This design comes from an exercise in tuning for small area, a short achievable clock period and few clock cycles per item on the open sky130 flow, not from production work. At most, simulation tests tie the RTL to the original design; equivalence was not proved. The RTL of run 2 was laid out without a check of its function. Power and IR drop assume default switching activity.

==> flow/design.v <==
module icache_dm #(
    parameter int unsigned INDEX_W = 6
) (
    input  logic        clk,
    input  logic        rst,
    input  logic        ce,
    input  logic [31:0] pc_addr,
    input  logic        flush,
    output logic [31:0] instr_o,
    output logic        stall_req,
    output logic        rom_req,
    output logic [31:0] rom_addr,
    input  logic        rom_ack,
    input  logic [31:0] rom_data
);
    localparam int unsigned TAG_W = 30 - INDEX_W;
    localparam int unsigned Lines = 2 ** INDEX_W;
    typedef enum logic {StIdle, StReq} state_e;
    state_e             state_q, state_d;
    logic [Lines-1:0]   valid_q;
    logic [TAG_W-1:0]   tag_arr [Lines];
    logic [31:0]        data_arr [Lines];
    logic [31:0]        rom_addr_q;
    logic               flush_pending_q;
    logic [INDEX_W-1:0] idx, fill_idx;
    logic [TAG_W-1:0]   tag, fill_tag;
    logic               hit, miss_start, fill;
    logic               unused_pc_lsb;
    assign idx           = pc_addr[INDEX_W+1:2];
    assign tag           = pc_addr[31:INDEX_W+2];
    assign fill_idx      = rom_addr_q[INDEX_W+1:2];
    assign fill_tag      = rom_addr_q[31:INDEX_W+2];
    assign unused_pc_lsb = ^pc_addr[1:0];
    assign hit        = ce & valid_q[idx] & (tag_arr[idx] == tag);
    assign miss_start = (state_q == StIdle) & ce & ~hit;
    assign fill       = (state_q == StReq) & rom_ack;
    always_comb begin
        state_d   = state_q;
        instr_o   = '0;
        stall_req = 1'b0;
        rom_req   = 1'b0;
        rom_addr  = rst ? '0 : rom_addr_q;
        if (!rst) begin
            unique case (state_q)
                StIdle: begin
                    if (hit) begin
                        instr_o = data_arr[idx];
                    end else if (ce) begin
                        stall_req = 1'b1;
                        state_d   = StReq;
                    end
                end
                StReq: begin
                    rom_req   = 1'b1;
                    stall_req = 1'b1;
                    if (rom_ack) begin
                        state_d = StIdle;
                    end
                end
                default: state_d = StIdle;
            endcase
        end
    end
    always_ff @(posedge clk) begin
        if (rst) begin
            state_q         <= StIdle;
            valid_q         <= '0;
            rom_addr_q      <= '0;
            flush_pending_q <= 1'b0;
        end else begin
            state_q <= state_d;
            if (miss_start) begin
                rom_addr_q <= {pc_addr[31:2], 2'b00};
            end
            if (state_q == StReq) begin
                flush_pending_q <= rom_ack ? 1'b0 : (flush_pending_q | flush);
            end else begin
                flush_pending_q <= 1'b0;
            end
            if (fill && !flush_pending_q) begin
                valid_q[fill_idx] <= 1'b1;
            end
            if (flush) begin
                valid_q <= '0;
            end
        end
    end
    always_ff @(posedge clk) begin
        if (fill && !rst) begin
            data_arr[fill_idx] <= rom_data;
            tag_arr[fill_idx]  <= fill_tag;
        end
    end
endmodule
==> flow/run.sh <==
#!/bin/bash
# synth_recipe.tcl (not shown) runs the flow's synth.tcl, then flattens the netlist and writes it again
# the make line also repeats each setting of config.mk as NAME=value (left out here)
make -C /OpenROAD-flow-scripts/flow DESIGN_CONFIG=/design/flow/config.mk WORK_HOME=/design/flow/orfs CLKGATE_MAP_FILE= SYNTH_SCRIPT=/design/flow/synth_recipe.tcl finish
==> flow/config.mk <==
export PLATFORM = sky130hd
export DESIGN_NAME = icache_dm
export DESIGN_NICKNAME = icache_dm
export VERILOG_FILES = /design/flow/design.v
export SDC_FILE = /design/flow/constraint.sdc
export NUM_CORES = 4
export LEC_CHECK = 0
export CAP_MARGIN = 20
export CORE_MARGIN = 2
export CORE_UTILIZATION = 40
export SETUP_SLACK_MARGIN = 0.3
export SLEW_MARGIN = 20
==> flow/constraint.sdc <==
create_clock -name core_clock -period 8.0 [get_ports {clk}]
set_input_delay 1.6000 -clock core_clock [delete_from_list [all_inputs] [get_ports {clk}]]
set_output_delay 1.6000 -clock core_clock [all_outputs]
set_load 0.01 [all_outputs]
==> reports/metrics.cfg, run 1 <==
[status]
run_status=timing/DRC/antenna clean

[die]
std_cell_rows=218
initial_utilization_pct=40.3
boundaryPins=135
fp.dieH_um=600
fp.coreArea_um2=353000
die_w_um=600
design.die.area_um2=360000

[clocking]
clkLatencyLatePin_ps=940
cts_buffers=374
hold_buffers=0
ctsHtreeMaxLevel=5
cts_root_buffer=sky130_fd_sc_hd__clkbuf_16
cts.reportedPaths.clkPinSlew_ps=60
tritoncts_clock_tree=done
cts_num_sinks=3680
cts_max_path_buffers=4

[grt]
via_count_of_the_first_global_routing_pass=71152
pin_count_of_the_biggest_net_entering_global_routing=112
grt_util_all_layers_pct=22.9
grt_first_pass_wirelength_um=574000
antenna_found_initial=36
globalRouteOverflowTotal=0

[route]
post_drt_wl_per_cell_um=34.9
vias_per_cell=6.08
dr.pass1.iters=7
ant_nets=0
drt-total-wl_um=419000
routed-via-count=73087
detail_route.drc_violations=0
drtIter0Drc=11540

[timing]
relSlewSlack_pct=20.3
setup_viol=0
finalWorstPathRequiredPeriod_ps=7660
finalHoldViolCount=0
post-route-period-util_pct=95.7
max_clock_freq_ghz=0.131
worst_pin_slew_ps=1190
drv_slew=0
fin_ws_ps=343
final.setup_skew_ps=50.8
unrepaired_setup_endpoints_after_global_routing=no

[yosys]
synth_area_leader_cell=sky130_fd_sc_hd__edfxtp_1
synth_enable_flop_cells=3584
synth_top_cells_by_area=sky130_fd_sc_hd__edfxtp_1, sky130_fd_sc_hd__mux4_2, sky130_fd_sc_hd__mux2i_1
synth.top_cell.area_share_pct=75.7
ys_warn_count=1
ys_async_sr_fraction_pct=0
syn_inst=6464
post_synth.cell_area_avg_um2=22.0
post_synth_instance_area_um2=142000
synth_seq_area_share_pct=77.1
ys_types=82
yosys_most_used_dff=sky130_fd_sc_hd__edfxtp_1
postSynthRegisterBits=3680

[critical_path]
critical_path.cell_chain=buf_16 > buf_16 > inv_2 > buf_4 > nor3_1 > a22oi_1 > nand4_1 > xor2_1 > o31ai_2 > buf_4 > nand4_1 > nor4_4 > buf_4 > nand3_4 > buf_12 > a311oi_1 > buf_4 > clkdlybuf4s50_1
start_kind=input pin
critPathMaxFanout=21
critPathBufInv=9
critical_path_class=in -> out
worstPathRequired_ps=6400
end_kind=output port
rrSetupSlack_ps=3410
timing.critical_path.arrival_ps=6060
crit_top_cell=sky130_fd_sc_hd__buf_4
slowest_stage=sky130_fd_sc_hd__clkdlybuf4s50_1
critical_path.top_delay_family=buffers and inverters
timing.critical_path.slowest_cell_delay_ps=540

[pwr]
total_power_mw=40.2
power.switching_fraction_pct=21.4
power_frac_comb_pct=4.7
clock_power_share_pct=42.2
power_density_nw_per_um2=245
power_leakage_nw=52.6
ir_drop_mv=0.180
cellInternalPower_mw=31.6
net-switching-power_mw=8.59
power.sequential.fraction_pct=53.1

[finish]
fill_cells=28966
area_growth_syn_to_layout_pct=15.5
drive_gt1_share_pct=27.2
finish.net_count=7062

[placement]
gp_routability_congestion=0.837
numPortBuffers=130
hpwl_um=228000
worst_slack_at_placement_ps=-304

[min_path]
path_class_of_the_lowest_slack_min_delay_path=reg -> reg

[job]
max-cap-violations=0

path summary, 6_finish.rpt:
path,start,to,cells past startpoint
worst max-delay path,pc_addr[2],instr_o[24],18
worst min-delay path,valid_q[4],valid_q[4],2
worst max register to register,state_q,data_arr[1][29],6
worst min register to register,valid_q[4],valid_q[4],2
metal layers:
metal  part of all wire [%]  vias to the layer above  wire length, um  GRT usage, %
li1                       -                    28423                -             -
met5                 0.0069                        -               29             0
met3                     11                      672            45000          4.62
met4                    3.2                        4            13400          6.73
met2                     46                     4304           192000          35.3
met1                     40                    39684           169000          33.2
cells in the final DEF (no fill, tap or decap), drive strengths merged, types with 7 or more instances in the layout:
master         count
dfxtp             96
o22ai             26
a211oi            11
o211ai            35
a311oi            12
clkdlybuf4s50     88
nand2b             8
mux2              21
mux2i            357
o21ai             54
edfxtp          3584
or4b              23
nor4              11
nand4             21
nor2             193
mux4             895
nand3b             9
bufinv            26
nor2b             68
clkinvlp          10
nand2            129
xnor2             12
and2               7
a31oi             10
and3              21
inv               22
buf              416
nor3              13
clkinv           157
xor2              15
nand3            126
clkbuf           473
a21oi             89
a221oi            14
a22oi            139
cells in the mapped netlist, types with 5 or more instances:
master                      instances
sky130_fd_sc_hd__nor2b_1           67
sky130_fd_sc_hd__clkbuf_1         162
sky130_fd_sc_hd__a221oi_1          14
sky130_fd_sc_hd__nand3_1          126
sky130_fd_sc_hd__o22ai_1           26
sky130_fd_sc_hd__and2_1             7
sky130_fd_sc_hd__buf_1             25
sky130_fd_sc_hd__nor3_1            13
sky130_fd_sc_hd__xnor2_1           12
sky130_fd_sc_hd__o211ai_1          32
sky130_fd_sc_hd__a22oi_1          139
sky130_fd_sc_hd__o32ai_1            6
sky130_fd_sc_hd__a211oi_1          10
sky130_fd_sc_hd__nor2_1           188
sky130_fd_sc_hd__inv_1             10
sky130_fd_sc_hd__buf_8              8
sky130_fd_sc_hd__or4b_1            23
sky130_fd_sc_hd__nand2b_1           8
sky130_fd_sc_hd__and3_1            21
sky130_fd_sc_hd__a31oi_1           10
sky130_fd_sc_hd__dfxtp_1           96
sky130_fd_sc_hd__a311oi_1          12
sky130_fd_sc_hd__a22o_1             6
sky130_fd_sc_hd__nand3b_1           9
sky130_fd_sc_hd__buf_4             28
sky130_fd_sc_hd__mux2_2            21
sky130_fd_sc_hd__mux2i_1          357
sky130_fd_sc_hd__edfxtp_1        3584
sky130_fd_sc_hd__o21ai_0           51
sky130_fd_sc_hd__o31ai_1            5
sky130_fd_sc_hd__buf_2            123
sky130_fd_sc_hd__nor4_1             9
sky130_fd_sc_hd__o2111ai_1          6
sky130_fd_sc_hd__mux4_2           895
sky130_fd_sc_hd__a21oi_1           89
sky130_fd_sc_hd__xor2_1            15
sky130_fd_sc_hd__nand4_1           21
sky130_fd_sc_hd__nand2_1          129
sky130_fd_sc_hd__buf_6             17
area by class of cell:
type | count | area (um^2) | area share [%]
clock inverters | 201 | 1800 | 1.09
inverters | 14 | 65.1 | 0.0397
diodes | 6 | 15.0 | 0.00915
clock buffers | 470 | 9910 | 6.04
well taps | 4730 | 5920 | 3.61
repair buffers | 512 | 5440 | 3.31
multi-input cells | 2407 | 31300 | 19.1
flip-flops and latches | 3680 | 110000 | 66.8
state kept, by name, indices dropped and copies added, names as in the netlist:
name             flops
data_arr          2048
tag_arr           1536
valid_q             64
rom_addr_q          30
flush_pending_q      1
state_q              1
kinds of logic after synthesis:
kind of cell    Yosys count  share of synthesized area [%]
fa+ha+maj                 4                         0.0352
compound gates          445                           2.15
simple gates            656                           2.33
mux                    1273                           16.9
xor+xnor                 27                          0.166
buf+inv                 378                           1.35
other cells               1                        0.00264
flops                  3680                           77.1
what timing repair did:
action	CTS	global route
endpoints found under the setup margin	32	29
buffers inserted	0	7
cloned	5	3
pin swaps	3	7
gates resized for setup	25	31
through the flow:
stage | utilization [%] | hold slack, ps | TNS (ps) | cells | cell area (um^2)
4_1_cts | 46.4 | 469 | 0 | 12002 | 164000
5_1_grt | 46.5 | 486 | 0 | 12016 | 164000
2_1_floorplan | - | 431 | 0 | 6465 | 142000
6_report | 46.5 | 470 | 0 | 12020 | 164000
3_3_place_gp | 42.9 | 442 | -3480 | 11316 | 151000
3_5_place_dp | 43.0 | 455 | -3580 | 11326 | 152000
worst register-to-register path, stage by stage, from the launching register on:
cell	delay, ps
sky130_fd_sc_hd__dfxtp_1	980
sky130_fd_sc_hd__nand2b_1	260
sky130_fd_sc_hd__inv_1	230
sky130_fd_sc_hd__and3_1	270
sky130_fd_sc_hd__nand3_1	760
sky130_fd_sc_hd__nor2_4	1040
sky130_fd_sc_hd__buf_4	600
power by group through the flow:
stage          Combinational (mW)  Sequential (mW)  Clock [mW]
6_report                     1.88             21.3        17.0
5_1_grt                      1.98             21.3        17.9
4_1_cts                      1.87             21.3        17.2
3_5_place_dp                 1.84             21.7           0
3_3_place_gp                 1.81             21.7           0
2_1_floorplan                1.08             21.7           0
Testbench counts, summed over its fixed seeds: cycles 137,876, fetches 32,000.
==> run 2: changes to the inputs <==
==> flow/design.v (replaced) <==
module icache_dm (
    input  logic        clk,
    input  logic        rst,
    input  logic        ce,
    input  logic [31:0] pc_addr,
    input  logic        flush,
    output logic [31:0] instr_o,
    output logic        stall_req,
    output logic        rom_req,
    output logic [31:0] rom_addr,
    input  logic        rom_ack,
    input  logic [31:0] rom_data
);
    localparam int SW = 6;          
    localparam int NS = 1 << SW;    
    localparam int PW = 30 - SW;    
    logic [PW-1:0]   ptag [2];
    logic [1:0]      pval_q;
    logic            lru_q;         
    logic [NS-1:0]   sval;          
    logic [NS-1:0]   sptr;          
    logic [31:0]     sdata [NS];
    logic            busy_q;        
    logic [29:0]     raddr_q;       
    logic            fptr_q;        
    logic            pf_v_q;        
    logic [29:0]     pf_addr_q;
    logic            pf_ptr_q;
    logic [PW-1:0]   page;
    logic [SW-1:0]   slot, nslot;
    logic [NS-1:0]   dec, nval, nptr;
    logic [1:0]      pm;
    logic            h0, h1, n0, n1, hit, hptr, pmatch, aptr, start, ack, byp;
    logic            pf_v_d, pf_go;
    logic [31:0]     cword;
    logic            unused_pc_lsb;
    assign page  = pc_addr[31:SW+2];
    assign slot  = pc_addr[SW+1:2];
    assign nslot = slot + 1'b1;
    assign unused_pc_lsb = ^pc_addr[1:0];
    assign pm[0] = pval_q[0] & (ptag[0] == page);
    assign pm[1] = pval_q[1] & (ptag[1] == page);
    assign pmatch = |pm;
    always_comb begin
        for (int s = 0; s < NS; s++)
            dec[s] = (slot == s[SW-1:0]);
        nval = {sval[0], sval[NS-1:1]};
        nptr = {sptr[0], sptr[NS-1:1]};
        h0 = |(dec & sval & ~sptr);
        h1 = |(dec & sval & sptr);
        n0 = |(dec & nval & ~nptr);
        n1 = |(dec & nval & nptr);
        cword = '0;
        for (int s = 0; s < NS; s++)
            cword = cword | ({32{dec[s]}} & sdata[s]);
    end
    assign hit  = (h0 & pm[0]) | (h1 & pm[1]);
    assign hptr = pm[1];
    assign aptr = pmatch ? pm[1] : lru_q;
    assign ack   = busy_q & rom_ack;
    assign byp   = ack & (raddr_q == pc_addr[31:2]);
    assign pf_v_d = ce & hit & ~flush & ~(&slot) & ~(hptr ? n1 : n0)
                  & ~(ack & (raddr_q[SW-1:0] == nslot));
    assign pf_go = ~rst & ~busy_q & pf_v_q;
    assign start = ~rst & ~busy_q & ~pf_v_q & ce & ~hit;
    assign stall_req = ~(hit | byp);
    assign instr_o   = byp ? rom_data : cword;
    assign rom_req   = busy_q | start | pf_go;
    assign rom_addr  = {(busy_q ? raddr_q : (pf_v_q ? pf_addr_q : pc_addr[31:2])), 2'b00};
    always_ff @(posedge clk) begin
        if (rst) begin
            busy_q <= 1'b0;
            pf_v_q <= 1'b0;
            pval_q <= '0;
        end else begin
            pf_v_q <= pf_v_d;
            if (ack) busy_q <= 1'b0;
            if (start || pf_go) busy_q <= 1'b1;
            if (start && !pmatch) pval_q[aptr] <= 1'b1;
            if (flush) pval_q <= '0;
        end
    end
    always_ff @(posedge clk) begin
        if (start) lru_q <= ~aptr;
        else if (ce && pmatch) lru_q <= ~pm[1];
        if (start && !pmatch) ptag[aptr] <= page;
        if (start) begin
            raddr_q <= pc_addr[31:2];
            fptr_q  <= aptr;
        end else if (pf_go) begin
            raddr_q <= pf_addr_q;
            fptr_q  <= pf_ptr_q;
        end
        pf_addr_q <= {page, nslot};
        pf_ptr_q  <= hptr;
    end
    always_ff @(posedge clk) begin
        for (int s = 0; s < NS; s++) begin
            if (ack && raddr_q[SW-1:0] == s[SW-1:0]) begin
                sdata[s] <= rom_data;
                sval[s]  <= 1'b1;
                sptr[s]  <= fptr_q;
            end else if (start && !pmatch && sptr[s] == aptr) begin
                sval[s] <= 1'b0;
            end
        end
    end
endmodule
--- a/flow/config.mk
+++ b/flow/config.mk
@@ -8,5 +8,5 @@
 export CAP_MARGIN = 20
 export CORE_MARGIN = 2
 export CORE_UTILIZATION = 40
-export SETUP_SLACK_MARGIN = 0.3
+export SETUP_SLACK_MARGIN = 3.0
 export SLEW_MARGIN = 20
==> run 2 against run 1 <==
Final cell count down 25%. Routed wire length shrank 4.1%. Clock power fell by 39%. Critical endpoint is now instr_o[10]. Still clean on timing, DRC and antenna. Non-clock buffer count is 259 higher.
==> reports/metrics.cfg, run 2 <==
[pwr]
power_density_nw_per_um2=229
power_leakage_nw=35.4
clock_power_share_pct=41.9
net-switching-power_mw=5.50
cellInternalPower_mw=19.2
power_frac_comb_pct=4.6
power.switching_fraction_pct=22.2
ir_drop_mv=0.219
power.sequential.fraction_pct=53.5

[die]
fp.dieH_um=469
initial_utilization_pct=40.3
die_w_um=469
std_cell_rows=170
design.die.area_um2=220000
boundaryPins=135
fp.coreArea_um2=215000

[timing]
relSlewSlack_pct=13.2
unrepaired_setup_endpoints_after_global_routing=yes
max_clock_freq_ghz=0.165
drv_slew=0
sum_of_negative_setup_slack_ps=0
finalHoldViolCount=0
worst_pin_slew_ps=1300
post-route-period-util_pct=75.6
final.setup_skew_ps=76.5
setup_viol=0
finalWorstPathRequiredPeriod_ps=6050

[min_path]
path_class_of_the_lowest_slack_min_delay_path=reg -> reg
whs_path_depth=2
min-delay-start=sval[14]

[clocking]
ctsHtreeMaxLevel=4
cts_root_buffer=sky130_fd_sc_hd__clkbuf_16
cts.reportedPaths.clkPinSlew_ps=60
cts_buffers=222
cts_num_sinks=2291
hold_buffers=0
clkLatencyLatePin_ps=940
tritoncts_clock_tree=done
cts_max_path_buffers=3

[finish]
final_cells=9057
largest_registers=sdata x2048, sptr x64, sval x64
final_design_area_no_fill_um2=108000
area_growth_syn_to_layout_pct=24.8
flip_flop_count_of_the_largest_register_after_layout=2048
max_flop_register=sdata
drive_gt1_share_pct=24.2
fill_cells=17588
final_common_cell=sky130_fd_sc_hd__edfxtp_1
top_library_cells_by_usage_in_the_layout_fill_and_taps_aside=sky130_fd_sc_hd__edfxtp_1, sky130_fd_sc_hd__a22oi_1, sky130_fd_sc_hd__nand2_1, sky130_fd_sc_hd__buf_4, sky130_fd_sc_hd__clkbuf_16
finish.net_count=6094

[route]
dr.pass1.iters=7
detail_route.drc_violations=0
post_drt_wl_per_cell_um=44.4
vias_per_cell=6.87
ant_nets=0
routed-via-count=62195
drt-total-wl_um=402000
drtIter0Drc=13312

[placement]
place.detailed.instances=8306
hpwl_um=212000
gp_routability_congestion=0.992
dpl-instance-area_um2=94600
numPortBuffers=130

[critical_path]
critPathMaxFanout=6
end_kind=output port
r2r.worst_path.cells=4
timing.critical_path.arrival_ps=4450
start_kind=input pin
critical_path_class=in -> out
worstPathRequired_ps=6400
timing.rr.start=raddr_q[1]
worst_setup_path_startpoint=pc_addr[3]

[yosys]
postSynthRegisterBits=2291
yosys_most_used_dff=sky130_fd_sc_hd__edfxtp_1
syn_inst=5306
synthMostInstantiatedCell=sky130_fd_sc_hd__edfxtp_1
synth_seq_area_share_pct=78.3
synthTopCellsByCount=sky130_fd_sc_hd__edfxtp_1, sky130_fd_sc_hd__a22oi_1, sky130_fd_sc_hd__nand2_1, sky130_fd_sc_hd__clkbuf_1
ys_async_sr_fraction_pct=0
synth_enable_flop_cells=2192
synth_top_cells_by_area=sky130_fd_sc_hd__edfxtp_1, sky130_fd_sc_hd__a22oi_1, sky130_fd_sc_hd__dfxtp_1
post_synth.cell_area_avg_um2=16.3
ys_types=71
ys_warn_count=2
synth_area_leader_cell=sky130_fd_sc_hd__edfxtp_1
synth.top_cell.area_share_pct=76.0
post_synth_instance_area_um2=86600

[grt]
grt_first_pass_wirelength_um=521000
pin_count_of_the_biggest_net_entering_global_routing=68
grt_util_all_layers_pct=35.8
via_count_of_the_first_global_routing_pass=56078
globalRouteOverflowTotal=0
antenna_found_initial=22

[job]
max-cap-violations=0

[status]
run_status=timing/DRC/antenna clean

==> run 2: changes by cell type after synthesis, sizes merged, moves of 108 or more <==
cell	change
edfxtp	-1392
mux4	-895
a22oi	+883
nand2	+333
mux2i	-326
buf	-160
nand4	+119
xor2	+110
o21ai	+108
==> run 2: through the flow <==
step                util, %  hold WS [ps]  power [mW]  worst slack, ps
floorplan                 -           452        13.8             2580
global placement       43.9           468        14.4              221
detailed placement     44.0           482        14.5              257
CTS                    49.7           493        24.6             2050
global route           50.3           517        25.2             1960
finish                 50.3           499        24.7             1950
==> run 2: path summary, 6_finish.rpt <==
check | end | slack [ps]
setup / recovery | instr_o[10] | 1950
hold reg to reg | sval[14] | 500
hold / removal | sval[14] | 500
setup reg to reg | sdata[30][22] | 3880
==> run 2: cells by family after synthesis <==
kind of cell,share of synthesized area (%)
flops,78.3
other cells,0.00433
xor+xnor,1.52
mux,1.18
buf+inv,1.43
compound gates,10.9
simple gates,6.62
fa+ha+maj,0.0578
==> run 2: what timing repair did <==
action	4_1_cts	5_1_grt
pin swaps	206	115
resized for setup	614	145
endpoints found under the setup margin	107	34
gates cloned	20	2
hold endpoints to repair	0	0
buffers inserted	252	51
==> run 2: critical path, stage by stage <==
cell,delay [ps]
sky130_fd_sc_hd__buf_12,110
sky130_fd_sc_hd__inv_12,40
sky130_fd_sc_hd__ha_4,190
sky130_fd_sc_hd__or3b_4,270
sky130_fd_sc_hd__buf_4,150
sky130_fd_sc_hd__buf_12,120
sky130_fd_sc_hd__nor2_4,50
sky130_fd_sc_hd__buf_12,140
sky130_fd_sc_hd__buf_12,140
sky130_fd_sc_hd__buf_16,170
sky130_fd_sc_hd__a22oi_2,200
sky130_fd_sc_hd__nand4_1,130
sky130_fd_sc_hd__nor3_2,200
sky130_fd_sc_hd__nand4_1,380
sky130_fd_sc_hd__mux2_4,410
sky130_fd_sc_hd__buf_6,120
==> run 2: metal layers <==
layer	wire length, um	GRT usage (%)
met4	31300	23.6
met2	169000	51.0
met5	428	0.931
met3	66600	12.8
met1	135000	45.9
==> run 2: area by class of cell <==
| cell class | instances | area, um^2 | area share, % |
|---|---|---|---|
| antenna | 11 | 27.5 | 0.0255 |
| clock buffer | 275 | 5830 | 5.39 |
| clock inverter | 136 | 1220 | 1.13 |
| inverter | 21 | 104 | 0.0961 |
| multi-input combinational | 2714 | 20400 | 18.9 |
| sequential | 2291 | 67800 | 62.8 |
| tap | 2838 | 3550 | 3.29 |
| timing repair buffer | 771 | 9070 | 8.40 |
==> run 2: power by group through the flow <==
stage          combinational [mW]  sequential (mW)  clock [mW]
6_report                     1.15             13.2        10.3
5_1_grt                      1.18             13.2        10.8
4_1_cts                      1.09             13.2        10.3
3_5_place_dp                0.978             13.5           0
3_3_place_gp                0.969             13.5           0
2_1_floorplan               0.375             13.5           0
==> run 3: changes to the inputs <==
--- a/flow/design.v
+++ b/flow/design.v
@@ -31,7 +31,7 @@
     logic [NS-1:0]   dec, nval, nptr;
     logic [1:0]      pm;
     logic            h0, h1, n0, n1, hit, hptr, pmatch, aptr, start, ack, byp;
-    logic            pf_v_d, pf_go;
+    logic            pf_v_d, pf_go, alloc;
     logic [31:0]     cword;
     logic            unused_pc_lsb;
     assign page  = pc_addr[31:SW+2];
@@ -43,7 +43,7 @@
     assign pmatch = |pm;
     always_comb begin
         for (int s = 0; s < NS; s++)
-            dec[s] = (slot == s[SW-1:0]);
+            dec[s] = (slot == s[SW-1:0]) & ~(busy_q & (raddr_q[SW-1:0] == s[SW-1:0]));
         nval = {sval[0], sval[NS-1:1]};
         nptr = {sptr[0], sptr[NS-1:1]};
         h0 = |(dec & sval & ~sptr);
@@ -61,11 +61,12 @@
     assign byp   = ack & (raddr_q == pc_addr[31:2]);
     assign pf_v_d = ce & hit & ~flush & ~(&slot) & ~(hptr ? n1 : n0)
                   & ~(ack & (raddr_q[SW-1:0] == nslot));
-    assign pf_go = ~rst & ~busy_q & pf_v_q;
-    assign start = ~rst & ~busy_q & ~pf_v_q & ce & ~hit;
+    assign pf_go = ~busy_q & pf_v_q;
+    assign start = ~busy_q & ~pf_v_q & ce & ~hit;
+    assign alloc = ~busy_q & ~pf_v_q & ce & ~pmatch;
     assign stall_req = ~(hit | byp);
-    assign instr_o   = byp ? rom_data : cword;
-    assign rom_req   = busy_q | start | pf_go;
+    assign instr_o   = cword | ({32{byp}} & rom_data);
+    assign rom_req   = busy_q | pf_v_q | (ce & ~hit);
     assign rom_addr  = {(busy_q ? raddr_q : (pf_v_q ? pf_addr_q : pc_addr[31:2])), 2'b00};
     always_ff @(posedge clk) begin
         if (rst) begin
@@ -76,20 +77,17 @@
             pf_v_q <= pf_v_d;
             if (ack) busy_q <= 1'b0;
             if (start || pf_go) busy_q <= 1'b1;
-            if (start && !pmatch) pval_q[aptr] <= 1'b1;
+            if (alloc) pval_q[lru_q] <= 1'b1;
             if (flush) pval_q <= '0;
         end
     end
     always_ff @(posedge clk) begin
-        if (start) lru_q <= ~aptr;
-        else if (ce && pmatch) lru_q <= ~pm[1];
-        if (start && !pmatch) ptag[aptr] <= page;
-        if (start) begin
-            raddr_q <= pc_addr[31:2];
-            fptr_q  <= aptr;
-        end else if (pf_go) begin
-            raddr_q <= pf_addr_q;
-            fptr_q  <= pf_ptr_q;
+        if (ce && pmatch) lru_q <= ~pm[1];
+        else if (alloc) lru_q <= ~lru_q;
+        if (alloc) ptag[lru_q] <= page;
+        if (!busy_q) begin
+            raddr_q <= pf_v_q ? pf_addr_q : pc_addr[31:2];
+            fptr_q  <= pf_v_q ? pf_ptr_q : aptr;
         end
         pf_addr_q <= {page, nslot};
         pf_ptr_q  <= hptr;
@@ -100,7 +98,7 @@
                 sdata[s] <= rom_data;
                 sval[s]  <= 1'b1;
                 sptr[s]  <= fptr_q;
-            end else if (start && !pmatch && sptr[s] == aptr) begin
+            end else if (alloc && sptr[s] == lru_q) begin
                 sval[s] <= 1'b0;
             end
         end
--- a/flow/config.mk
+++ b/flow/config.mk
@@ -7,6 +7,9 @@
 export LEC_CHECK = 0
 export CAP_MARGIN = 20
 export CORE_MARGIN = 2
-export CORE_UTILIZATION = 40
+export CORE_UTILIZATION = 50
+export CTS_CLUSTER_DIAMETER = 60
+export CTS_CLUSTER_SIZE = 20
+export PLACE_DENSITY = 0.6
 export SETUP_SLACK_MARGIN = 3.0
 export SLEW_MARGIN = 20
==> run 3 against run 2 <==
Still clean. Sequential power about the same. Clock skew down 7.9 ps. Non-clock buffer count is 212 higher. Via count is 2.4% higher. Die area decreased by 20%. Clock power is 16% lower. Register-to-register slack lost 140 ps. Sequential share of layout area fell by 0.35 points. Area after synthesis shrank 0.36%. Sequential cell count is the same. Final cell count is 7.9% lower. Critical path type unchanged. Highest routed layer unchanged.
==> reports/metrics.cfg, run 3 <==
[critical_path]
timing.rr.start=busy_q
worstPathRequired_ps=6400
end_kind=output port
critPathMaxFanout=12
rrSetupSlack_ps=3740
worstSetupEndpoint=instr_o[0]
critical_path_class=in -> out
worstReg2RegEnd=sdata[0][4]
r2r.worst_path.cells=8
timing.critical_path.arrival_ps=4320
start_kind=input pin
worst_setup_path_startpoint=pc_addr[3]

[yosys]
synth.top_cell.area_share_pct=75.3
postSynthRegisterBits=2291
synth_seq_area_share_pct=78.3
syn_inst=5078
synth_top_cells_by_area=sky130_fd_sc_hd__edfxtp_1, sky130_fd_sc_hd__a22oi_1, sky130_fd_sc_hd__dfxtp_1
synthMostInstantiatedCell=sky130_fd_sc_hd__edfxtp_1
synthTopCellsByCount=sky130_fd_sc_hd__edfxtp_1, sky130_fd_sc_hd__a22oi_1, sky130_fd_sc_hd__clkbuf_1, sky130_fd_sc_hd__o21ai_0, sky130_fd_sc_hd__a22o_1
yosys_most_used_dff=sky130_fd_sc_hd__edfxtp_1
synth_enable_flop_cells=2162
ys_types=84
ys_warn_count=2
ys_async_sr_fraction_pct=0
post_synth.cell_area_avg_um2=17.0
post_synth_instance_area_um2=86200
synth_area_leader_cell=sky130_fd_sc_hd__edfxtp_1

[finish]
multi_input_comb_area_um2=20800
flip_flop_count_of_the_largest_register_after_layout=2048
area_growth_syn_to_layout_pct=25.5
top_library_cells_by_usage_in_the_layout_fill_and_taps_aside=sky130_fd_sc_hd__edfxtp_1, sky130_fd_sc_hd__a22oi_1, sky130_fd_sc_hd__buf_4, sky130_fd_sc_hd__buf_12, sky130_fd_sc_hd__a22o_1
largest_registers=sdata x2048, sptr x64, sval x64
max_flop_register=sdata
ff_latch_area_um2=67500
finish.net_count=5973
final_cells=8344
fill_cells=12210
drive_gt1_share_pct=28.1
final_common_cell=sky130_fd_sc_hd__edfxtp_1
final_design_area_no_fill_um2=108000

[grt]
via_count_of_the_first_global_routing_pass=56469
antenna_found_initial=47
pin_count_of_the_biggest_net_entering_global_routing=71
grt_first_pass_wirelength_um=535000
grt_util_all_layers_pct=46.7
globalRouteOverflowTotal=0

[clocking]
cts_num_sinks=2291
tritoncts_clock_tree=done
cts_buffers=159
cts_root_buffer=sky130_fd_sc_hd__clkbuf_16
clkLatencyLatePin_ps=900
cts_max_path_buffers=3
ctsHtreeMaxLevel=4
cts.reportedPaths.clkPinSlew_ps=70

[pwr]
total_power_mw=23.3
ir_drop_mv=0.219
power_density_nw_per_um2=215
power_leakage_nw=34.6

[die]
die_w_um=419
fp.dieH_um=419
fp.coreArea_um2=172000
std_cell_rows=152
design.die.area_um2=176000
initial_utilization_pct=50.3
boundaryPins=135

[timing]
final.setup_skew_ps=68.5
max_clock_freq_ghz=0.169
unrepaired_setup_endpoints_after_global_routing=yes
sum_of_negative_setup_slack_ps=0
fin_worst_hold_slack_ps=475
post-route-period-util_pct=73.9
worst_pin_slew_ps=1320
setup_viol=0
drv_slew=0
relSlewSlack_pct=11.9
finalHoldViolCount=0
finalWorstPathRequiredPeriod_ps=5920

[status]
run_status=timing/DRC/antenna clean

[route]
detail_route.drc_violations=0
drt-total-wl_um=418000
post_drt_wl_per_cell_um=50.1
dr.pass1.iters=8
drtIter0Drc=14957
routed-via-count=63668
vias_per_cell=7.63
ant_nets=0

[placement]
numPortBuffers=130
hpwl_um=209000
dpl-instance-area_um2=93700
place.detailed.instances=7528
gp_routability_congestion=1.03

[min_path]
path_class_of_the_lowest_slack_min_delay_path=reg -> reg

[job]
max-cap-violations=0

## run 3: changes by cell type after synthesis, sizes merged, moves of 31 or more
cell | previous run | this run
nor2 | 163 | 123
o21ai | 162 | 233
buf | 42 | 109
a22o | 1 | 189
nand2 | 462 | 104
mux2 | 63 | 0
o2111ai | 5 | 36
nor3 | 112 | 52
nand3 | 37 | 136
nor4 | 85 | 51
a221oi | 0 | 184
o211ai | 1 | 40
a22oi | 1022 | 588
a222oi | 1 | 47
## run 3: layout make-up
type / count / share of cell area, %
well taps: 2310 / 2.67
clock buffers: 187 / 3.95
clock inverters: 79 / 0.865
multi-input cells: 2443 / 19.2
flip-flops and latches: 2291 / 62.4
repair buffers: 983 / 10.7
diodes: 29 / 0.0671
inverters: 22 / 0.0902
## run 3: kinds of logic after synthesis
kind of cell / Yosys count / share of synthesized area, %
compound gates: 1467 / 12.9
xor+xnor: 149 / 1.51
fa+ha+maj: 4 / 0.0580
buf+inv: 345 / 1.70
flops: 2291 / 78.3
mux: 30 / 0.348
other cells: 1 / 0.00435
simple gates: 791 / 5.20
## run 3: timing repair
item / in CTS / in global routing
gates resized for setup: 732 / 176
cloned: 34 / 9
pin swaps: 237 / 173
buffers inserted: 372 / 105
endpoints found under the hold margin: 0 / 0
hold buffers: 0 / 0
setup endpoints to repair: 36 / 34
## run 3: per-stage QoR
stage / worst slack (ps) / util (%)
after global routing: 2080 / 63.0
after floorplan: 2970 / -
final: 2080 / 63.1
after detailed placement: 434 / 54.6
after global placement: 436 / 54.5
after CTS: 2170 / 61.8
## run 3: power breakdown
| group | internal (mW) | total (mW) | switching, mW |
|---|---|---|---|
| registers | 13.2 | 13.2 | 0.0555 |
| logic | 0.480 | 1.45 | 0.969 |
| clock network | 4.23 | 8.62 | 4.39 |
| total | 17.9 | 23.3 | 5.41 |
## run 3: worst max-delay path, stage by stage
cell and delay [ps]:
sky130_fd_sc_hd__buf_12 120, sky130_fd_sc_hd__ha_4 180, sky130_fd_sc_hd__and3b_4 260, sky130_fd_sc_hd__o21ai_4 130, sky130_fd_sc_hd__nor2_4 140, sky130_fd_sc_hd__buf_12 210
sky130_fd_sc_hd__buf_4 180, sky130_fd_sc_hd__a22oi_1 190, sky130_fd_sc_hd__nand4_1 230, sky130_fd_sc_hd__nor4_4 370, sky130_fd_sc_hd__nand4_1 380, sky130_fd_sc_hd__buf_2 280
## run 3: how the worst min path moves through the flow
stage | startpoint | to | slack [ps] | cells after the start
after floorplan | sval[50] | sval[50] | 440 | 2
after global placement | sval[3] | sval[3] | 450 | 2
after detailed placement | sval[54] | sval[54] | 460 | 2
after CTS | sval[54] | sval[54] | 470 | 2
after global routing | sval[54] | sval[54] | 490 | 2
final | sval[54] | sval[54] | 470 | 2
## run 3: layer usage
| metal | up-vias | wire, um | part of all wire [%] | GRT usage (%) |
|---|---|---|---|---|
| li1 | 22887 | - | - | - |
| met1 | 31932 | 138000 | 33 | 60.4 |
| met2 | 7082 | 170000 | 41 | 63.6 |
| met3 | 1717 | 75000 | 18 | 20.1 |
| met4 | 50 | 35200 | 8.4 | 31.1 |
| met5 | - | 473 | 0.11 | 0.250 |
Testbench counts of run 3, summed over its fixed seeds: cycles 103,809, fetches 32,000.
==> run 4: changes to the inputs <==
--- a/flow/config.mk
+++ b/flow/config.mk
@@ -7,9 +7,8 @@
 export LEC_CHECK = 0
 export CAP_MARGIN = 20
 export CORE_MARGIN = 2
-export CORE_UTILIZATION = 50
+export CORE_UTILIZATION = 45
 export CTS_CLUSTER_DIAMETER = 60
-export CTS_CLUSTER_SIZE = 20
-export PLACE_DENSITY = 0.6
-export SETUP_SLACK_MARGIN = 3.0
+export CTS_CLUSTER_SIZE = 16
+export SETUP_SLACK_MARGIN = 2.0
 export SLEW_MARGIN = 20
==> run 4 against run 3 <==
Register-to-register slack worse by 20 ps. Clock power is 2% higher. Global-route usage is 7.0 points lower. Power is 0.24% higher. Area after synthesis stayed put. Cell area is 3.7% lower. Clock skew is 22 ps lower. Routed wire length is 5.2% lower. Sequential share of layout area is 2.4 points higher. Largest power group unchanged.
==> reports/metrics.cfg, run 4 <==
[status]
run_status=timing/DRC/antenna clean

[timing]
worst_pin_slew_ps=1310
finalWorstPathRequiredPeriod_ps=6070
max_clock_freq_ghz=0.165
finalHoldViolCount=0
unrepaired_setup_endpoints_after_global_routing=yes
post-route-period-util_pct=75.9
setup_viol=0
final.setup_skew_ps=47.0
relSlewSlack_pct=12.9
drv_slew=0

[placement]
hpwl_um=223000
gp_routability_congestion=1.01
dpl-instance-area_um2=94900
numPortBuffers=130

[finish]
area_growth_syn_to_layout_pct=20.9
finish.net_count=5807
largest_registers=sdata x2048, sptr x64, sval x64
final_design_area_no_fill_um2=104000
max_flop_register=sdata
final_common_cell=sky130_fd_sc_hd__edfxtp_1
flip_flop_count_of_the_largest_register_after_layout=2048
post_route_core_utilization_pct=54.7
top_library_cells_by_usage_in_the_layout_fill_and_taps_aside=sky130_fd_sc_hd__edfxtp_1, sky130_fd_sc_hd__a22oi_1, sky130_fd_sc_hd__buf_4, sky130_fd_sc_hd__a22o_1, sky130_fd_sc_hd__clkbuf_16
drive_gt1_share_pct=23.3
fill_cells=14861

[yosys]
post_synth_instance_area_um2=86200
post_synth.cell_area_avg_um2=17.0
synth_top_cells_by_area=sky130_fd_sc_hd__edfxtp_1, sky130_fd_sc_hd__a22oi_1, sky130_fd_sc_hd__dfxtp_1
postSynthRegisterBits=2291
synth_enable_flop_cells=2162
synth_seq_area_share_pct=78.3
synthMostInstantiatedCell=sky130_fd_sc_hd__edfxtp_1
synth.top_cell.area_share_pct=75.3
ys_types=84
syn_inst=5078
ys_warn_count=2
ys_async_sr_fraction_pct=0
synth_area_leader_cell=sky130_fd_sc_hd__edfxtp_1
synthTopCellsByCount=sky130_fd_sc_hd__edfxtp_1, sky130_fd_sc_hd__a22oi_1, sky130_fd_sc_hd__clkbuf_1, sky130_fd_sc_hd__o21ai_0, sky130_fd_sc_hd__a22o_1
yosys_most_used_dff=sky130_fd_sc_hd__edfxtp_1

[grt]
globalRouteOverflowTotal=0
pin_count_of_the_biggest_net_entering_global_routing=71
via_count_of_the_first_global_routing_pass=55058
grt_first_pass_wirelength_um=514000
antenna_found_initial=26
grt_util_all_layers_pct=39.6

[route]
drtIter0Drc=12813
drt-total-wl_um=397000
dr.pass1.iters=9
ant_nets=0
detail_route.drc_violations=0
post_drt_wl_per_cell_um=47.6
vias_per_cell=7.27
routed-via-count=60492

[critical_path]
critPathBufInv=9
start_kind=input pin
timing.critical_path.slowest_cell_delay_ps=340
critical_path.cell_chain=buf_12 > inv_6 > ha_4 > buf_6 > or3b_4 > buf_6 > a211oi_4 > buf_12 > buf_12 > buf_12 > buf_8 > a222oi_1 > nand4_1 > nor3_2 > nand4_1 > buf_2
r2r.worst_path.cells=7
crit_top_cell=sky130_fd_sc_hd__buf_12
critPathMaxFanout=5
critical_path.top_delay_family=buffers and inverters
worstPathRequired_ps=6400
end_kind=output port
path_depth=16
timing.critical_path.arrival_ps=4470
slowest_stage=sky130_fd_sc_hd__nand4_1
critical_path_class=in -> out

[pwr]
ir_drop_mv=0.215
power_leakage_nw=32.9
power_density_nw_per_um2=224

[die]
fp.coreArea_um2=190000
std_cell_rows=160
design.die.area_um2=195000
initial_utilization_pct=45.3
die_w_um=442
fp.dieH_um=442
boundaryPins=135

[min_path]
path_class_of_the_lowest_slack_min_delay_path=reg -> reg
whs_path_depth=2

[clocking]
ctsHtreeMaxLevel=4
cts_num_sinks=2291
cts.reportedPaths.clkPinSlew_ps=70
clkLatencyLatePin_ps=860
tritoncts_clock_tree=done
cts_root_buffer=sky130_fd_sc_hd__clkbuf_16
cts_buffers=181
cts_max_path_buffers=3

[job]
max-cap-violations=0

## run 4: cell counts after synthesis
Identical to the previous run, type by type.
## run 4: power breakdown
group / total, mW / switching [mW] / internal [mW]
Combinational: 1.34 / 0.917 / 0.420
Sequential: 13.3 / 0.0561 / 13.2
Clock: 8.78 / 4.38 / 4.40
Total: 23.4 / 5.35 / 18.0
## run 4: tightest hold or removal path: stages (launching register included)
cell and delay, ps:
sky130_fd_sc_hd__dfxtp_1 320, sky130_fd_sc_hd__o21ai_0 70, sky130_fd_sc_hd__o21ai_0 60
## run 4: path summary, 6_finish.rpt
check | from | to | slack, ps
setup reg to reg | busy_q | sdata[5][23] | 3720
setup / recovery | pc_addr[3] | instr_o[7] | 1930
hold reg to reg | sval[3] | sval[3] | 490
hold / removal | sval[3] | sval[3] | 490
## run 4: kinds of logic (layout without fill, tap and decap cells)
kind of cell | count (synthesis) | in the layout | share of synthesized area (%)
compound gates | 1467 | 1467 | 12.9
other cells | 1 | 17 | 0.00435
xor+xnor | 149 | 149 | 1.51
buf+inv | 345 | 1066 | 1.70
flops | 2291 | 2291 | 78.3
simple gates | 791 | 791 | 5.20
mux | 30 | 30 | 0.348
fa+ha+maj | 4 | 4 | 0.0580
## run 4: final cells by class
class,count,area [um^2],share of cell area [%]
Inverter,22,95.1,0.0912
Antenna cell,15,37.5,0.0360
Clock buffer,188,4590,4.40
Sequential cell,2291,67500,64.8
Timing Repair Buffer,795,8240,7.91
Tap cell,2511,3140,3.01
Multi-Input combinational cell,2443,19800,19.0
Clock inverter,61,832,0.798
## run 4: per-layer routing
metal / vias to the layer above / routed length, um / global-route usage [%]
li1: 22507 / - / -
met2: 5925 / 170000 / 57.7
met1: 30652 / 136000 / 51.6
met3: 1386 / 62100 / 13.4
met4: 22 / 29200 / 23.7
met5: - / 153 / 0
## run 4: per-stage QoR
stage	hold slack, ps	cells	total power [mW]	setup TNS (ps)	worst slack, ps
final	485	8326	23.4	0	1930
after global routing	514	8314	23.8	0	1890
after CTS	479	8268	23.3	0	1930
after detailed placement	463	7883	14.7	0	301
after global placement	451	7877	14.7	-274	-274
after floorplan	437	5079	13.9	0	2670
## run 4: repair_timing
item	in CTS	in global routing
resized for setup	437	155
gates cloned	10	2
setup buffers	126	38
hold buffers	0	0
pin swaps	113	105
endpoints found under the setup margin	34	34
==> run 5: changes to the inputs <==
--- a/flow/design.v
+++ b/flow/design.v
@@ -73,17 +73,18 @@
             busy_q <= 1'b0;
             pf_v_q <= 1'b0;
             pval_q <= '0;
+            lru_q  <= 1'b0;
         end else begin
             pf_v_q <= pf_v_d;
             if (ack) busy_q <= 1'b0;
             if (start || pf_go) busy_q <= 1'b1;
             if (alloc) pval_q[lru_q] <= 1'b1;
             if (flush) pval_q <= '0;
+            if (ce && pmatch) lru_q <= ~pm[1];
+            else if (alloc) lru_q <= ~lru_q;
         end
     end
     always_ff @(posedge clk) begin
-        if (ce && pmatch) lru_q <= ~pm[1];
-        else if (alloc) lru_q <= ~lru_q;
         if (alloc) ptag[lru_q] <= page;
         if (!busy_q) begin
             raddr_q <= pf_v_q ? pf_addr_q : pc_addr[31:2];
@@ -94,7 +95,9 @@
     end
     always_ff @(posedge clk) begin
         for (int s = 0; s < NS; s++) begin
-            if (ack && raddr_q[SW-1:0] == s[SW-1:0]) begin
+            if (rst) begin
+                sval[s]  <= 1'b0;
+            end else if (ack && raddr_q[SW-1:0] == s[SW-1:0]) begin
                 sdata[s] <= rom_data;
                 sval[s]  <= 1'b1;
                 sptr[s]  <= fptr_q;
==> run 5 against run 4 <==
Still clean on timing, DRC and antenna. Cell area grew 1.6%. Power down 0.35%. Setup slack lost 450 ps. Area after synthesis is 0.37% higher. Via count increased by 3.1%. Clock power down 0.7%. Sequential power barely moved. Routed wire length increased by 0.43%. Maximum frequency shrank 6.9%. Critical path depth decreased by 2. Final cell count grew 2.9%. Hold slack better by 19 ps.
==> reports/metrics.cfg, run 5 <==
[status]
run_status=timing/DRC/antenna clean

[pwr]
clock_power_share_pct=37.4
power.switching_fraction_pct=22.6
power_leakage_nw=34.4
power.sequential.fraction_pct=56.8
power_density_nw_per_um2=220
net-switching-power_mw=5.26
power_frac_comb_pct=5.8
ir_drop_mv=0.257
cellInternalPower_mw=18.0

[finish]
finish.net_count=6039
final_common_cell=sky130_fd_sc_hd__edfxtp_1
final_design_area_no_fill_um2=106000
area_growth_syn_to_layout_pct=22.3
max_flop_register=sdata
largest_registers=sdata x2048, sptr x64, sval x64
final_cells=8565
drive_gt1_share_pct=23.6
flip_flop_count_of_the_largest_register_after_layout=2048
top_library_cells_by_usage_in_the_layout_fill_and_taps_aside=sky130_fd_sc_hd__edfxtp_1, sky130_fd_sc_hd__a22oi_1, sky130_fd_sc_hd__buf_4, sky130_fd_sc_hd__nand2_1, sky130_fd_sc_hd__clkbuf_16

[critical_path]
timing.critical_path.slowest_cell_delay_ps=1140
worstPathRequired_ps=6400
critical_path.cell_chain=buf_12 > buf_12 > buf_12 > buf_4 > nor4b_1 > o211ai_1 > nand4_1 > a2111oi_1 > nand4_1 > nor4_4 > a2bb2oi_4 > buf_6 > a211o_1 > buf_2
crit_top_cell=sky130_fd_sc_hd__buf_12
timing.rr.start=raddr_q[3]
start_kind=input pin
worstReg2RegEnd=pf_v_q
timing.critical_path.arrival_ps=4920
r2r.worst_path.cells=11
end_kind=output port
critical_path_class=in -> out
critPathMaxFanout=5
slowest_stage=sky130_fd_sc_hd__nor4b_1
rrSetupSlack_ps=3490

[die]
initial_utilization_pct=45.4
std_cell_rows=160
design.die.area_um2=196000
die_w_um=443
fp.coreArea_um2=191000
boundaryPins=135
fp.dieH_um=443

[clocking]
cts.reportedPaths.clkPinSlew_ps=60
clkLatencyLatePin_ps=870
tritoncts_clock_tree=done
ctsHtreeMaxLevel=4
cts_buffers=179
cts_num_sinks=2291
cts_max_path_buffers=3
cts_root_buffer=sky130_fd_sc_hd__clkbuf_16
hold_buffers=0

[grt]
grt.met2_usage_pct=56.1
groute.layer.met3.usage_pct=11.5
pin_count_of_the_biggest_net_entering_global_routing=69
globalRouteOverflowTotal=0
antenna_found_initial=35
grt_util_all_layers_pct=39.0
globalRoute.busiestLayer=met2
grt_first_pass_wirelength_um=512000
grt.met1_usage_pct=51.8
via_count_of_the_first_global_routing_pass=55982

[min_path]
whs_path_depth=1
min-delay-start=pval_q[0]
path_class_of_the_lowest_slack_min_delay_path=reg -> reg
hold-path-endpoint=pval_q[0]

[timing]
setup_viol=0
fin_ws_ps=1480
finalWorstPathRequiredPeriod_ps=6520
relSlewSlack_pct=7.10
worst_pin_slew_ps=1370
finalHoldViolCount=0
drv_slew=0
sum_of_negative_setup_slack_ps=0
final.setup_skew_ps=72.3
max_clock_freq_ghz=0.153
post-route-period-util_pct=81.5
unrepaired_setup_endpoints_after_global_routing=yes
fin_worst_hold_slack_ps=504

[job]
max-cap-violations=0

[placement]
worst_slack_at_placement_ps=127
place.detailed.instances=7951
numPortBuffers=130
hpwl_um=217000
dpl-instance-area_um2=94800
gp_routability_congestion=1.01

[yosys]
synthMostInstantiatedCell=sky130_fd_sc_hd__edfxtp_1
synth_seq_area_share_pct=78.0
yosys_most_used_dff=sky130_fd_sc_hd__edfxtp_1
postSynthRegisterBits=2291
ys_warn_count=2
syn_inst=5206
synth.top_cell.area_share_pct=75.0
ys_types=79
ys_async_sr_fraction_pct=0
synthTopCellsByCount=sky130_fd_sc_hd__edfxtp_1, sky130_fd_sc_hd__a22oi_1, sky130_fd_sc_hd__nand2_1, sky130_fd_sc_hd__clkbuf_1, sky130_fd_sc_hd__o21ai_0
synth_top_cells_by_area=sky130_fd_sc_hd__edfxtp_1, sky130_fd_sc_hd__a22oi_1, sky130_fd_sc_hd__dfxtp_1
synth_area_leader_cell=sky130_fd_sc_hd__edfxtp_1
synth_enable_flop_cells=2161
post_synth_instance_area_um2=86600
post_synth.cell_area_avg_um2=16.6

[route]
post_drt_wl_per_cell_um=46.5
drt-total-wl_um=398000
routed-via-count=62378
vias_per_cell=7.28
ant_nets=0
drtIter0Drc=13606
dr.pass1.iters=10
detail_route.drc_violations=0

run 5: cell count changes after synthesis, sizes merged, moves of 22 or more:
cell,before,now
clkbuf,214,251
a22o,189,118
a211oi,21,47
o2111ai,36,10
nand2,104,254
o211ai,40,14
a222oi,47,70
a221oi,184,62
nor2b,14,73
nand4,168,106
o21ai,233,211
buf,109,65
a22oi,588,679
a221o,1,64
run 5: logic make-up (layout without fill, tap and decap cells):
logic type	count (synthesis)	in the layout	share of synthesized area [%]
DFF	2291	2291	78.0
AOI/OAI and AO/OA	1404	1404	12.3
and+or+nand+nor	994	995	6.37
buffers and inverters	333	1161	1.49
xor gates and xnor gates	149	149	1.51
muxes	30	30	0.347
adders and majority gates	4	4	0.0578
other	1	20	0.00433
run 5: routing by layer:
| layer | share of wire [%] | vias to the layer above |
|---|---|---|
| met4 | 8.0 | 26 |
| met5 | 0.055 | - |
| met1 | 34 | 31462 |
| met3 | 16 | 1482 |
| met2 | 42 | 6461 |
| li1 | - | 22947 |
run 5: worst max-delay path: cells and delay by family:
kind	cells	cell delay, ps
buffers and inverters	6	820
AO/OA/AOI/OAI	4	750
AND/OR/NAND/NOR	4	1740
run 5: how the worst max path moves through the flow:
stage | start | to | slack (ps)
after floorplan | pc_addr[4] | instr_o[1] | 2120
after global placement | pc_addr[2] | instr_o[10] | 100
after detailed placement | pc_addr[3] | instr_o[29] | 130
after CTS | pc_addr[2] | stall_req | 1750
after global routing | pc_addr[3] | stall_req | 1670
final | pc_addr[7] | rom_req | 1480
run 5: power by group through the flow:
stage                     Sequential (mW)  Clock (mW)  Combinational (mW)
after CTS                            13.2        8.69                1.27
after global routing                 13.2        9.11                1.39
after floorplan                      13.5           0               0.416
final                                13.2        8.72                1.35
after detailed placement             13.5           0                1.14
after global placement               13.5           0                1.13
run 5: final cells by class:
cell class | instances | area (um^2)
sequential | 2291 | 67500
tap | 2511 | 3140
clock inverter | 45 | 667
inverter | 17 | 78.8
clock buffer | 206 | 4720
multi-input combinational | 2584 | 20200
timing repair buffer | 893 | 9500
fill | 14901 | 84700
antenna | 18 | 45.0
run 5: what timing repair did:
| item | in CTS | in global routing |
|---|---|---|
| resized for setup | 514 | 173 |
| setup buffers | 234 | 91 |
| endpoints found under the setup margin | 34 | 34 |
| gates cloned | 13 | 7 |
| pin swaps | 145 | 114 |
run 5: stage by stage:
step / power, mW / util (%)
floorplan: 13.9 / -
global placement: 14.6 / 49.7
detailed placement: 14.6 / 49.7
CTS: 23.2 / 54.6
global route: 23.7 / 55.5
finish: 23.3 / 55.6
Testbench counts of run 5, summed over its fixed seeds: cycles 103,809, fetches 32,000.
==> run 6: changes to the inputs <==
--- a/flow/config.mk
+++ b/flow/config.mk
@@ -9,6 +9,7 @@
 export CORE_MARGIN = 2
 export CORE_UTILIZATION = 45
 export CTS_CLUSTER_DIAMETER = 60
-export CTS_CLUSTER_SIZE = 16
-export SETUP_SLACK_MARGIN = 2.0
+export CTS_CLUSTER_SIZE = 20
+export SETUP_SLACK_MARGIN = 3.0
 export SLEW_MARGIN = 20
+export TNS_END_PERCENT = 20
==> run 6 against run 5 <==
Sequential share of layout area rose by 1.3 points. Still clean. Critical path type unchanged. Count of clock-buffer cells in the layout fell by 31. Hold slack improved by 0.83 ps. Die area did not move. Highest routed layer unchanged. Largest cell class unchanged. First-iteration DRC count fell by 1.5%.
==> reports/metrics.cfg, run 6 <==
[status]
run_status=timing/DRC/antenna clean

[die]
boundaryPins=135
fp.coreArea_um2=191000
fp.dieH_um=443
std_cell_rows=160
design.die.area_um2=196000
initial_utilization_pct=45.4
die_w_um=443

[yosys]
ys_types=79
postSynthRegisterBits=2291
synth_enable_flop_cells=2161
synthMostInstantiatedCell=sky130_fd_sc_hd__edfxtp_1
post_synth_instance_area_um2=86600
synthTopCellsByCount=sky130_fd_sc_hd__edfxtp_1, sky130_fd_sc_hd__a22oi_1, sky130_fd_sc_hd__nand2_1, sky130_fd_sc_hd__clkbuf_1, sky130_fd_sc_hd__o21ai_0
yosys_most_used_dff=sky130_fd_sc_hd__edfxtp_1
synth_area_leader_cell=sky130_fd_sc_hd__edfxtp_1
synth.top_cell.area_share_pct=75.0
ys_warn_count=2
synth_top_cells_by_area=sky130_fd_sc_hd__edfxtp_1, sky130_fd_sc_hd__a22oi_1, sky130_fd_sc_hd__dfxtp_1
synth_seq_area_share_pct=78.0
syn_inst=5206
ys_async_sr_fraction_pct=0
post_synth.cell_area_avg_um2=16.6

[timing]
relSlewSlack_pct=15.9
final.setup_skew_ps=79.3
drv_slew=0
worst_pin_slew_ps=1260
max_clock_freq_ghz=0.157
post-route-period-util_pct=79.5
finalHoldViolCount=0
setup_viol=0
unrepaired_setup_endpoints_after_global_routing=yes
finalWorstPathRequiredPeriod_ps=6360
sum_of_negative_setup_slack_ps=0

[route]
ant_nets=0
routed-via-count=60778
drt-total-wl_um=386000
vias_per_cell=7.20
dr.pass1.iters=7
drtIter0Drc=13406
detail_route.drc_violations=0
post_drt_wl_per_cell_um=45.6

[clocking]
cts.reportedPaths.clkPinSlew_ps=60
ctsHtreeMaxLevel=4
cts_root_buffer=sky130_fd_sc_hd__clkbuf_16
cts_buffers=158
clkLatencyLatePin_ps=870
cts_num_sinks=2291
tritoncts_clock_tree=done
cts_max_path_buffers=3
hold_buffers=0

[pwr]
power_frac_comb_pct=5.5
power_density_nw_per_um2=222
power.switching_fraction_pct=23.0
ir_drop_mv=0.220
clock_power_share_pct=37.2
net-switching-power_mw=5.30
cellInternalPower_mw=17.8
power_leakage_nw=33.3
power.sequential.fraction_pct=57.3

[critical_path]
end_kind=output port
r2r.worst_path.cells=11
start_kind=input pin
worstPathRequired_ps=6400
critPathMaxFanout=13
critical_path_class=in -> out
timing.critical_path.arrival_ps=4760

[placement]
gp_routability_congestion=0.972
dpl-instance-area_um2=94700
numPortBuffers=130
hpwl_um=221000

[grt]
grt_util_all_layers_pct=38.3
antenna_found_initial=21
pin_count_of_the_biggest_net_entering_global_routing=69
grt_first_pass_wirelength_um=503000
grt.met1_usage_pct=51.9
via_count_of_the_first_global_routing_pass=54707
groute.layer.met3.usage_pct=11.5
grt.met2_usage_pct=54.9
globalRoute.busiestLayer=met2
globalRouteOverflowTotal=0

[job]
max-cap-violations=0

[finish]
flip_flop_count_of_the_largest_register_after_layout=2048
largest_registers=sdata x2048, sptr x64, sval x64
area_growth_syn_to_layout_pct=19.8
fill_cells=15033
top_library_cells_by_usage_in_the_layout_fill_and_taps_aside=sky130_fd_sc_hd__edfxtp_1, sky130_fd_sc_hd__a22oi_1, sky130_fd_sc_hd__buf_4, sky130_fd_sc_hd__nand2_1, sky130_fd_sc_hd__o21ai_0
drive_gt1_share_pct=21.0
finish.net_count=5884
final_common_cell=sky130_fd_sc_hd__edfxtp_1
post_route_core_utilization_pct=54.4
final_design_area_no_fill_um2=104000
max_flop_register=sdata

[min_path]
whs_path_depth=1
path_class_of_the_lowest_slack_min_delay_path=reg -> reg

## run 6: area by class of cell
| class | instances | area (um^2) | area share [%] |
|---|---|---|---|
| repair buffers | 760 | 7620 | 7.35 |
| flip-flops and latches | 2291 | 67500 | 65.1 |
| inverters | 17 | 73.8 | 0.0712 |
| clock buffers | 175 | 4090 | 3.94 |
| clock inverters | 91 | 1210 | 1.16 |
| well taps | 2511 | 3140 | 3.03 |
| multi-input cells | 2583 | 20000 | 19.3 |
| diodes | 19 | 47.5 | 0.0458 |
## run 6: critical path, cell delays in order
cell and delay [ps]:
sky130_fd_sc_hd__buf_6 140, sky130_fd_sc_hd__buf_4 170, sky130_fd_sc_hd__and3b_2 320, sky130_fd_sc_hd__o21ai_4 120
sky130_fd_sc_hd__nor2_4 540, sky130_fd_sc_hd__buf_4 380, sky130_fd_sc_hd__buf_4 370, sky130_fd_sc_hd__a221oi_1 130
sky130_fd_sc_hd__nand3_1 120, sky130_fd_sc_hd__nor3_1 50, sky130_fd_sc_hd__nand4_1 200, sky130_fd_sc_hd__clkdlybuf4s50_1 590
## run 6: worst paths after layout
check / slack [ps] / to / from
worst max-delay path: 1640 / instr_o[10] / pc_addr[5]
worst max register to register: 3610 / pf_v_q / raddr_q[4]
worst min register to register: 500 / pval_q[0] / pval_q[0]
worst min-delay path: 500 / pval_q[0] / pval_q[0]
## run 6: cells by family (layout without fill, tap and decap cells)
group,Yosys count,after routing,synth area share (%)
multiplexers,30,30,0.347
AND/OR/NAND/NOR,994,994,6.37
adder cells (fa/ha/maj),4,4,0.0578
flip-flops,2291,2291,78.0
other,1,21,0.00433
AO/OA/AOI/OAI,1404,1404,12.3
buffers and inverters,333,1043,1.49
XOR/XNOR,149,149,1.51
## run 6: timing repair
action                                  4_1_cts  5_1_grt
cloned                                        9        2
gates resized for setup                     312      100
setup buffers                               151       46
pin swaps                                    81       55
endpoints found under the setup margin       37       34
## run 6: power groups by stage
stage          Combinational (mW)  Sequential (mW)  Clock, mW
3_5_place_dp                 1.12             13.5          0
3_3_place_gp                 1.11             13.5          0
5_1_grt                      1.29             13.2       8.99
6_report                     1.26             13.2       8.60
2_1_floorplan               0.434             13.5          0
4_1_cts                      1.20             13.2       8.57
## run 6: per-layer routing
metal / part of all wire, % / up-vias
met3: 16 / 1274
li1: - / 22670
met2: 42 / 6124
met4: 7.2 / 14
met1: 35 / 30696
met5: 0.026 / -
## run 6: per-stage QoR
step                      hold WS (ps)  power [mW]  setup slack, ps  cells
after CTS                          500        23.0             1600   8378
final                              505        23.1             1640   8447
after global routing               522        23.5             1650   8432
after global placement             474        14.6              107   7945
after detailed placement           482        14.6              212   7952
after floorplan                    462        13.9             2420   5207

what the ideal ports hide:
The flow's constraints put no driver on any port. The routed layouts listed below were extracted and timed again, unchanged, in two steps. Step 1 sets driving cells, clkbuf_16 on the clock port and buf_2 on the other inputs (assumed; they add their load-dependent delay and slew). Step 2 adds t to the input delays and takes it off the output delays; t is the mean of the earliest and latest rising clock arrival at the registers after step 1. Input paths then give back, and output paths get back, about the clock's delay inside the block. a / b / c = no drivers / after step 1 / after step 2; a / b = the first two.
run | t (ns) | slack for setup (ns) | hold WS [ns] | latest minus earliest clock arrival (ns) | slew at the worst register clock pin (ns)
run 1 | 1.030 | 0.343 / 0.040 / 0.040 | 0.470 / 0.470 / 0.470 | 0.085 / 0.084 | 0.07 / 0.07
run 2 | 0.977 | 1.953 / 1.863 / 1.863 | 0.499 / 0.499 / 0.499 | 0.112 / 0.112 | 0.07 / 0.07
run 3 | 0.956 | 2.085 / 1.924 / 1.924 | 0.475 / 0.475 / 0.475 | 0.069 / 0.070 | 0.09 / 0.09
run 4 | 0.939 | 1.927 / 1.840 / 1.840 | 0.485 / 0.485 / 0.485 | 0.078 / 0.079 | 0.08 / 0.08
run 5 | 0.929 | 1.478 / 1.423 / 1.423 | 0.504 / 0.504 / 0.504 | 0.076 / 0.076 | 0.08 / 0.08
run 6 | 0.915 | 1.640 / 1.576 / 1.576 | 0.505 / 0.505 / 0.505 | 0.086 / 0.085 | 0.09 / 0.09
After both steps setup and hold are still met in every run listed. For run 1, which loses most, drivers alone change the setup slack by -0.303 ns; drivers and shift together by -0.303 ns.
